Source: an optimization exercise on an open RTL-to-GDS flow (aim: small area and a short achievable clock period). Production flows keep margins and buffers that such runs may drop.
RTL that was checked went through simulation tests only; none was proved equivalent to the original.
Power figures rest on the tool's default switching activity, not on a simulated workload. No driver is modelled on the clock port, so clocking that relies on it looks cheaper here than on a real chip.

==> flow/design.v <==
package mem_link_pkg;
  localparam int LINK_W    = 68;
  localparam int DATA_W    = 64;
  localparam int V_BIT     = 64;
  localparam int LAST_BIT  = 65;
  localparam int READY_BIT = 66;
  localparam int RSVD_BIT  = 67;
  typedef struct packed {
    logic              rsvd;
    logic              ready_and;
    logic              last;
    logic              v;
    logic [DATA_W-1:0] data;
  } mem_link_t;
  typedef enum logic [3:0] {
    OP_READ  = 4'h0,
    OP_WRITE = 4'h1,
    OP_UNSUP = 4'hF
  } mem_op_e;
  typedef struct packed {
    logic [35:0] rsvd;
    logic [7:0]  id;
    logic [3:0]  len;
    logic [11:0] addr;
    logic [3:0]  opcode;
  } mem_hdr_t;
endpackage
import mem_link_pkg::*;
module mem_link_word_ram #(
  parameter int DEPTH = 16
) (
  input  logic              clk_i,
  input  logic              clr_i,
  input  logic              we_i,
  input  logic [DEPTH-1:0]  pos_i,
  input  logic [DEPTH-1:0]  pos_nxt_i,
  input  logic [DATA_W-1:0] wdata_i,
  output logic [DATA_W-1:0] rdata_o
);
  localparam int HALF = DEPTH / 2;
  localparam logic [DEPTH-1:0] POL = {(DEPTH/4){4'b0110}};
  logic [DATA_W-1:0] ring_q [DEPTH];
  logic [DEPTH-1:0]  vld_q, vld_d;
  logic [DEPTH-1:0]  rsel_q;
  logic [DEPTH-1:0]  rseln_q;
  logic [DATA_W-1:0] wbuf1_q, wbuf2_q;
  logic [HALF-1:0]   sel2a_q, ins_q, insn_q, ins_d;
  logic              use1_q;
  logic [DATA_W-1:0] ins_data_s;
  logic              odd_s;
  always_comb begin
    odd_s = 1'b0;
    for (int k = 0; k < HALF; k++) begin
      ins_d[k] = ~clr_i & ((we_i & pos_i[2*k+1]) | sel2a_q[k]);
      odd_s    = odd_s | pos_i[2*k+1];
    end
  end
  assign ins_data_s = use1_q ? wbuf1_q : wbuf2_q;
  always_ff @(posedge clk_i) begin
    for (int k = 0; k < HALF; k++) begin
      ring_q[2*k]   <= ~((ring_q[2*k+1] | {DATA_W{ins_q[k]}}) &
                         ((ins_data_s ^ {DATA_W{~POL[2*k]}}) | {DATA_W{insn_q[k]}}));
      ring_q[2*k+1] <= ring_q[(2*k+2) % DEPTH];
    end
    wbuf1_q <= wdata_i;
    wbuf2_q <= wbuf1_q;
  end
  always_comb begin
    for (int k = 0; k < HALF; k++) begin
      vld_d[2*k]   = ~clr_i & (ins_q[k] | vld_q[2*k+1]);
      vld_d[2*k+1] = ~clr_i & vld_q[(2*k+2) % DEPTH];
    end
  end
  always_ff @(posedge clk_i) begin
    vld_q <= vld_d;
    for (int p = 0; p < DEPTH; p++) begin
      rsel_q[p]  <= pos_nxt_i[(p+DEPTH-1) % DEPTH] & vld_d[p];
      rseln_q[p] <= ~(pos_nxt_i[(p+DEPTH-1) % DEPTH] & vld_d[p]);
    end
  end
  always_ff @(posedge clk_i) begin
    ins_q  <= ins_d;
    insn_q <= ~ins_d;
    if (clr_i) begin
      sel2a_q <= '0;
      use1_q  <= 1'b0;
    end else begin
      for (int k = 0; k < HALF; k++) begin
        sel2a_q[k] <= we_i & pos_i[(2*k+2) % DEPTH];
      end
      use1_q <= we_i & odd_s;
    end
  end
  always_comb begin
    rdata_o = '0;
    for (int p = 0; p < DEPTH; p++) begin
      if (POL[p]) begin
        rdata_o = rdata_o | ~({DATA_W{rseln_q[p]}} | ring_q[p]);
      end else begin
        rdata_o = rdata_o | ({DATA_W{rsel_q[p]}} & ring_q[p]);
      end
    end
  end
endmodule
import mem_link_pkg::*;
module mem_link_responder #(
  parameter int DEPTH = 16
) (
  input  logic              clk_i,
  input  logic              reset_n_i,
  input  logic [LINK_W-1:0] mem_fwd_link_i,
  output logic [LINK_W-1:0] mem_fwd_link_o,
  output logic [LINK_W-1:0] mem_rev_link_o
);
  localparam int AW = (DEPTH > 1) ? $clog2(DEPTH) : 1;
  logic st_idle_q, st_rx_q, st_drain_q, st_txh_q, st_txd_q;
  logic st_idle_d, st_rx_d, st_drain_d, st_txh_d, st_txd_d;
  logic rdy_en_q;
  logic is_rd_q, is_wr_q;
  logic [3:0]    len_q;
  logic [7:0]    id_q;
  logic [3:0]    rem_q;
  logic [DEPTH-1:0] pos_q, pos_d;
  logic [AW-1:0]    base_q;
  logic              fwd_rdy_q;
  logic              rev_v_q, rev_last_q;
  logic [DATA_W-1:0] rev_data_q;
  logic              fwd_v_s, fwd_last_s, rev_ready_s;
  logic [DATA_W-1:0] fwd_data_s, rdata_s;
  mem_link_pkg::mem_hdr_t hdr_s;
  logic              unused_s;
  logic hdr_take_s, in_rd_s, in_wr_s, in_oth_s;
  logic rx_take_s, rem_zero_s, we_s;
  logic drain_done_s, rx_done_s;
  logic rev_take_s, ld_mem_s, hold_s;
  logic ld_hdr_in_s, ld_hdr_st_s;
  assign fwd_v_s     = mem_fwd_link_i[V_BIT];
  assign fwd_last_s  = mem_fwd_link_i[LAST_BIT];
  assign rev_ready_s = mem_fwd_link_i[READY_BIT];
  assign fwd_data_s  = mem_fwd_link_i[DATA_W-1:0];
  assign hdr_s       = mem_link_pkg::mem_hdr_t'(fwd_data_s);
  assign unused_s    = ^{mem_fwd_link_i[RSVD_BIT], hdr_s.rsvd, hdr_s.addr[11:AW]};
  assign in_rd_s     = (hdr_s.opcode == OP_READ);
  assign in_wr_s     = (hdr_s.opcode == OP_WRITE);
  assign in_oth_s    = ~in_rd_s & ~in_wr_s;
  assign rem_zero_s  = (rem_q == 4'd0);
  assign hdr_take_s   = st_idle_q & rdy_en_q & fwd_v_s;
  assign rx_take_s    = st_rx_q & fwd_v_s;
  assign we_s         = rx_take_s;
  assign rx_done_s    = rx_take_s & rem_zero_s;
  assign drain_done_s = st_drain_q & fwd_v_s & fwd_last_s;
  assign rev_take_s   = (st_txh_q | st_txd_q) & rev_ready_s;
  mem_link_word_ram #(
    .DEPTH (DEPTH)
  ) u_ram (
    .clk_i   (clk_i),
    .clr_i   (~reset_n_i),
    .we_i    (we_s),
    .pos_i   (pos_q),
    .pos_nxt_i (pos_d),
    .wdata_i (fwd_data_s),
    .rdata_o (rdata_s)
  );
  always_comb begin
    st_idle_d  = st_idle_q & ~hdr_take_s;
    st_rx_d    = st_rx_q & ~rx_done_s;
    st_drain_d = st_drain_q & ~drain_done_s;
    st_txh_d   = st_txh_q & ~rev_ready_s;
    st_txd_d   = st_txd_q & ~(rev_ready_s & rem_zero_s);
    if (hdr_take_s) begin
      if (in_wr_s) begin
        st_rx_d = 1'b1;
      end else if (in_rd_s || fwd_last_s) begin
        st_txh_d = 1'b1;
      end else begin
        st_drain_d = 1'b1;
      end
    end
    if (rx_done_s || drain_done_s) begin
      st_txh_d = 1'b1;
    end
    if (st_txh_q && rev_ready_s) begin
      if (is_rd_q) begin
        st_txd_d = 1'b1;
      end else begin
        st_idle_d = 1'b1;
      end
    end
    if (st_txd_q && rev_ready_s && rem_zero_s) begin
      st_idle_d = 1'b1;
    end
  end
  assign ld_mem_s    = rev_take_s & ((st_txh_q & is_rd_q) | (st_txd_q & ~rem_zero_s));
  assign hold_s      = (st_txh_q | st_txd_q) & ~rev_ready_s;
  assign ld_hdr_in_s = hdr_take_s & (in_rd_s | (in_oth_s & fwd_last_s));
  assign ld_hdr_st_s = rx_done_s | drain_done_s;
  always_ff @(posedge clk_i) begin
    if (!reset_n_i) begin
      st_idle_q  <= 1'b1;
      st_rx_q    <= 1'b0;
      st_drain_q <= 1'b0;
      st_txh_q   <= 1'b0;
      st_txd_q   <= 1'b0;
      rdy_en_q   <= 1'b0;
    end else begin
      st_idle_q  <= st_idle_d;
      st_rx_q    <= st_rx_d;
      st_drain_q <= st_drain_d;
      st_txh_q   <= st_txh_d;
      st_txd_q   <= st_txd_d;
      rdy_en_q   <= 1'b1;
    end
  end
  always_ff @(posedge clk_i) begin
    if (!reset_n_i) begin
      base_q <= '0;
    end else begin
      base_q <= base_q - AW'(1);
    end
  end
  always_comb begin
    if (hdr_take_s) begin
      pos_d = DEPTH'(1) << AW'(hdr_s.addr[AW-1:0] + base_q);
    end else if (rx_take_s || ld_mem_s) begin
      pos_d = pos_q;
    end else begin
      pos_d = {pos_q[0], pos_q[DEPTH-1:1]};
    end
  end
  always_ff @(posedge clk_i) begin
    pos_q <= pos_d;
  end
  always_ff @(posedge clk_i) begin
    if (hdr_take_s) begin
      is_rd_q <= in_rd_s;
      is_wr_q <= in_wr_s;
      len_q   <= hdr_s.len;
      id_q    <= hdr_s.id;
    end
  end
  always_ff @(posedge clk_i) begin
    if (hdr_take_s) begin
      rem_q <= hdr_s.len;
    end else if (rx_take_s || (ld_mem_s && st_txd_q)) begin
      rem_q <= rem_q - 4'd1;
    end
  end
  logic [DATA_W-1:0] hdr_in_s, hdr_st_s;
  assign hdr_in_s = {36'd0, hdr_s.id, hdr_s.len, 12'd0, in_rd_s ? 4'h0 : 4'hF};
  assign hdr_st_s = {36'd0, id_q, len_q, 12'd0, is_wr_q ? 4'h1 : 4'hF};
  always_ff @(posedge clk_i) begin
    if (!reset_n_i) begin
      fwd_rdy_q  <= 1'b0;
      rev_v_q    <= 1'b0;
      rev_last_q <= 1'b0;
      rev_data_q <= '0;
    end else begin
      fwd_rdy_q  <= st_idle_d | st_rx_d | st_drain_d;
      rev_v_q    <= st_txh_d | st_txd_d;
      if (!hold_s) begin
        rev_last_q <= (ld_hdr_in_s & ~in_rd_s) | ld_hdr_st_s |
                      (ld_mem_s & (st_txh_q ? (len_q == 4'd0) : (rem_q == 4'd1)));
        rev_data_q <= ({DATA_W{ld_mem_s}} & rdata_s) |
                      ({DATA_W{ld_hdr_in_s}} & hdr_in_s) |
                      ({DATA_W{ld_hdr_st_s}} & hdr_st_s);
      end
    end
  end
  always_comb begin
    mem_fwd_link_o            = '0;
    mem_fwd_link_o[READY_BIT] = fwd_rdy_q;
    mem_rev_link_o            = '0;
    mem_rev_link_o[DATA_W-1:0] = rev_data_q;
    mem_rev_link_o[V_BIT]      = rev_v_q;
    mem_rev_link_o[LAST_BIT]   = rev_last_q;
  end
endmodule
Settings: LEC_CHECK=0, ABC_CLOCK_PERIOD_IN_PS=2000, CAP_MARGIN=20, CORE_MARGIN=2, CORE_UTILIZATION=40, SETUP_SLACK_MARGIN=3.1, SLEW_MARGIN=20, BUFFER_PORTS_ARGS=-buffer_cell sky130_fd_sc_hd__buf_2, CTS_ARGS=-sink_clustering_enable -repair_clock_nets -sink_clustering_size 30 -sink_clustering_max_diameter 100 -dont_use_dummy_load; clock period 5.2 ns.
standard.sh (not shown) runs the stock make flow with config.mk's settings and CLKGATE_MAP_FILE= SYNTH_SCRIPT=/design/flow/synth_recipe.tcl, a recipe that flattens the netlist after the stock synthesis.
==> flow/flow/run.sh <==
#!/bin/bash
# Own flow: the standard layout (standard.sh, standard synthesis) with two
# changes to how the layout is made:
#  - the ports are buffered with buf_2 cells (the default picks a slow delay
#    cell for them);
#  - CTS clusters up to 30 sinks per leaf buffer and inserts no dummy loads.
# Each tool's output goes to the ORFS logs under orfs/logs; make's own output
# goes to flow_make.log here.
set -euo pipefail
cat >> config.mk <<'EOC'
export BUFFER_PORTS_ARGS = -buffer_cell sky130_fd_sc_hd__buf_2
export CTS_ARGS = -sink_clustering_enable -repair_clock_nets -sink_clustering_size 30 -sink_clustering_max_diameter 100 -dont_use_dummy_load
EOC
bash standard.sh > flow_make.log 2>&1
The first run produced a clean layout.
Edit:
--- a/flow/design.v
+++ b/flow/design.v
@@ -38,28 +38,26 @@
   output logic [DATA_W-1:0] rdata_o
 );
   localparam int HALF = DEPTH / 2;
-  localparam logic [DEPTH-1:0] POL = {(DEPTH/4){4'b0110}};
   logic [DATA_W-1:0] ring_q [DEPTH];
   logic [DEPTH-1:0]  vld_q, vld_d;
   logic [DEPTH-1:0]  rsel_q;
-  logic [DEPTH-1:0]  rseln_q;
   logic [DATA_W-1:0] wbuf1_q, wbuf2_q;
-  logic [HALF-1:0]   sel2a_q, ins_q, insn_q, ins_d;
+  logic [HALF-1:0]   sel1_q, sel2a_q, sel2_q;
   logic              use1_q;
+  logic [HALF-1:0]   ins_s;
   logic [DATA_W-1:0] ins_data_s;
   logic              odd_s;
   always_comb begin
     odd_s = 1'b0;
     for (int k = 0; k < HALF; k++) begin
-      ins_d[k] = ~clr_i & ((we_i & pos_i[2*k+1]) | sel2a_q[k]);
+      ins_s[k] = sel1_q[k] | sel2_q[k];
       odd_s    = odd_s | pos_i[2*k+1];
     end
   end
   assign ins_data_s = use1_q ? wbuf1_q : wbuf2_q;
   always_ff @(posedge clk_i) begin
     for (int k = 0; k < HALF; k++) begin
-      ring_q[2*k]   <= ~((ring_q[2*k+1] | {DATA_W{ins_q[k]}}) &
-                         ((ins_data_s ^ {DATA_W{~POL[2*k]}}) | {DATA_W{insn_q[k]}}));
+      ring_q[2*k]   <= ins_s[k] ? ins_data_s : ring_q[2*k+1];
       ring_q[2*k+1] <= ring_q[(2*k+2) % DEPTH];
     end
     wbuf1_q <= wdata_i;
@@ -67,38 +65,35 @@
   end
   always_comb begin
     for (int k = 0; k < HALF; k++) begin
-      vld_d[2*k]   = ~clr_i & (ins_q[k] | vld_q[2*k+1]);
+      vld_d[2*k]   = ~clr_i & (ins_s[k] | vld_q[2*k+1]);
       vld_d[2*k+1] = ~clr_i & vld_q[(2*k+2) % DEPTH];
     end
   end
   always_ff @(posedge clk_i) begin
     vld_q <= vld_d;
     for (int p = 0; p < DEPTH; p++) begin
-      rsel_q[p]  <= pos_nxt_i[(p+DEPTH-1) % DEPTH] & vld_d[p];
-      rseln_q[p] <= ~(pos_nxt_i[(p+DEPTH-1) % DEPTH] & vld_d[p]);
-    end
-  end
-  always_ff @(posedge clk_i) begin
-    ins_q  <= ins_d;
-    insn_q <= ~ins_d;
+      rsel_q[p] <= pos_nxt_i[(p+DEPTH-1) % DEPTH] & vld_d[p];
+    end
+  end
+  always_ff @(posedge clk_i) begin
     if (clr_i) begin
+      sel1_q  <= '0;
       sel2a_q <= '0;
+      sel2_q  <= '0;
       use1_q  <= 1'b0;
     end else begin
       for (int k = 0; k < HALF; k++) begin
+        sel1_q[k]  <= we_i & pos_i[2*k+1];
         sel2a_q[k] <= we_i & pos_i[(2*k+2) % DEPTH];
       end
+      sel2_q <= sel2a_q;
       use1_q <= we_i & odd_s;
     end
   end
   always_comb begin
     rdata_o = '0;
     for (int p = 0; p < DEPTH; p++) begin
-      if (POL[p]) begin
-        rdata_o = rdata_o | ~({DATA_W{rseln_q[p]}} | ring_q[p]);
-      end else begin
-        rdata_o = rdata_o | ({DATA_W{rsel_q[p]}} & ring_q[p]);
-      end
+      rdata_o = rdata_o | ({DATA_W{rsel_q[p]}} & ring_q[p]);
     end
   end
 endmodule
- setup slack improves by 0.0081 ns
- die area rises by about 0.9%
- total power barely changes
- area after synthesis goes up by about 0.9%
- global-route usage decreases by 3.9 points
- clock skew goes up by 0.030 ns
- design area decreases by about 0.56%
The RTL of the first run of this note was laid out without a check of its function.

## what the ideal ports hide
How much do the figures lean on ideal ports? The routed layouts below were timed once more, with nothing changed but the port constraints.
Step 1, drivers: a clkbuf_16 drives clk_i and a buf_2 each remaining input, both assumed.
Step 2 adds t to the input delays and takes it off the output delays; t is the mean of the earliest and latest rising clock arrival at the registers after step 1. Input paths then give back, and output paths get back, about the clock's delay inside the block.
a / b / c = ideal / step 1 / step 2; a / b = the first two.
run	t (ns)	slack for setup (ns)	clock arrival spread, ns	worst data-port slew with drivers (ns)
the first run	0.707	2.978 / 2.910 / 2.451	0.043 / 0.043	0.05
the second run	0.693	2.986 / 2.914 / 2.414	0.079 / 0.079	0.09
After both steps setup and hold are still met in every run listed. For the second run, which loses most, drivers alone change the setup slack by -0.072 ns; drivers and shift together by -0.572 ns.
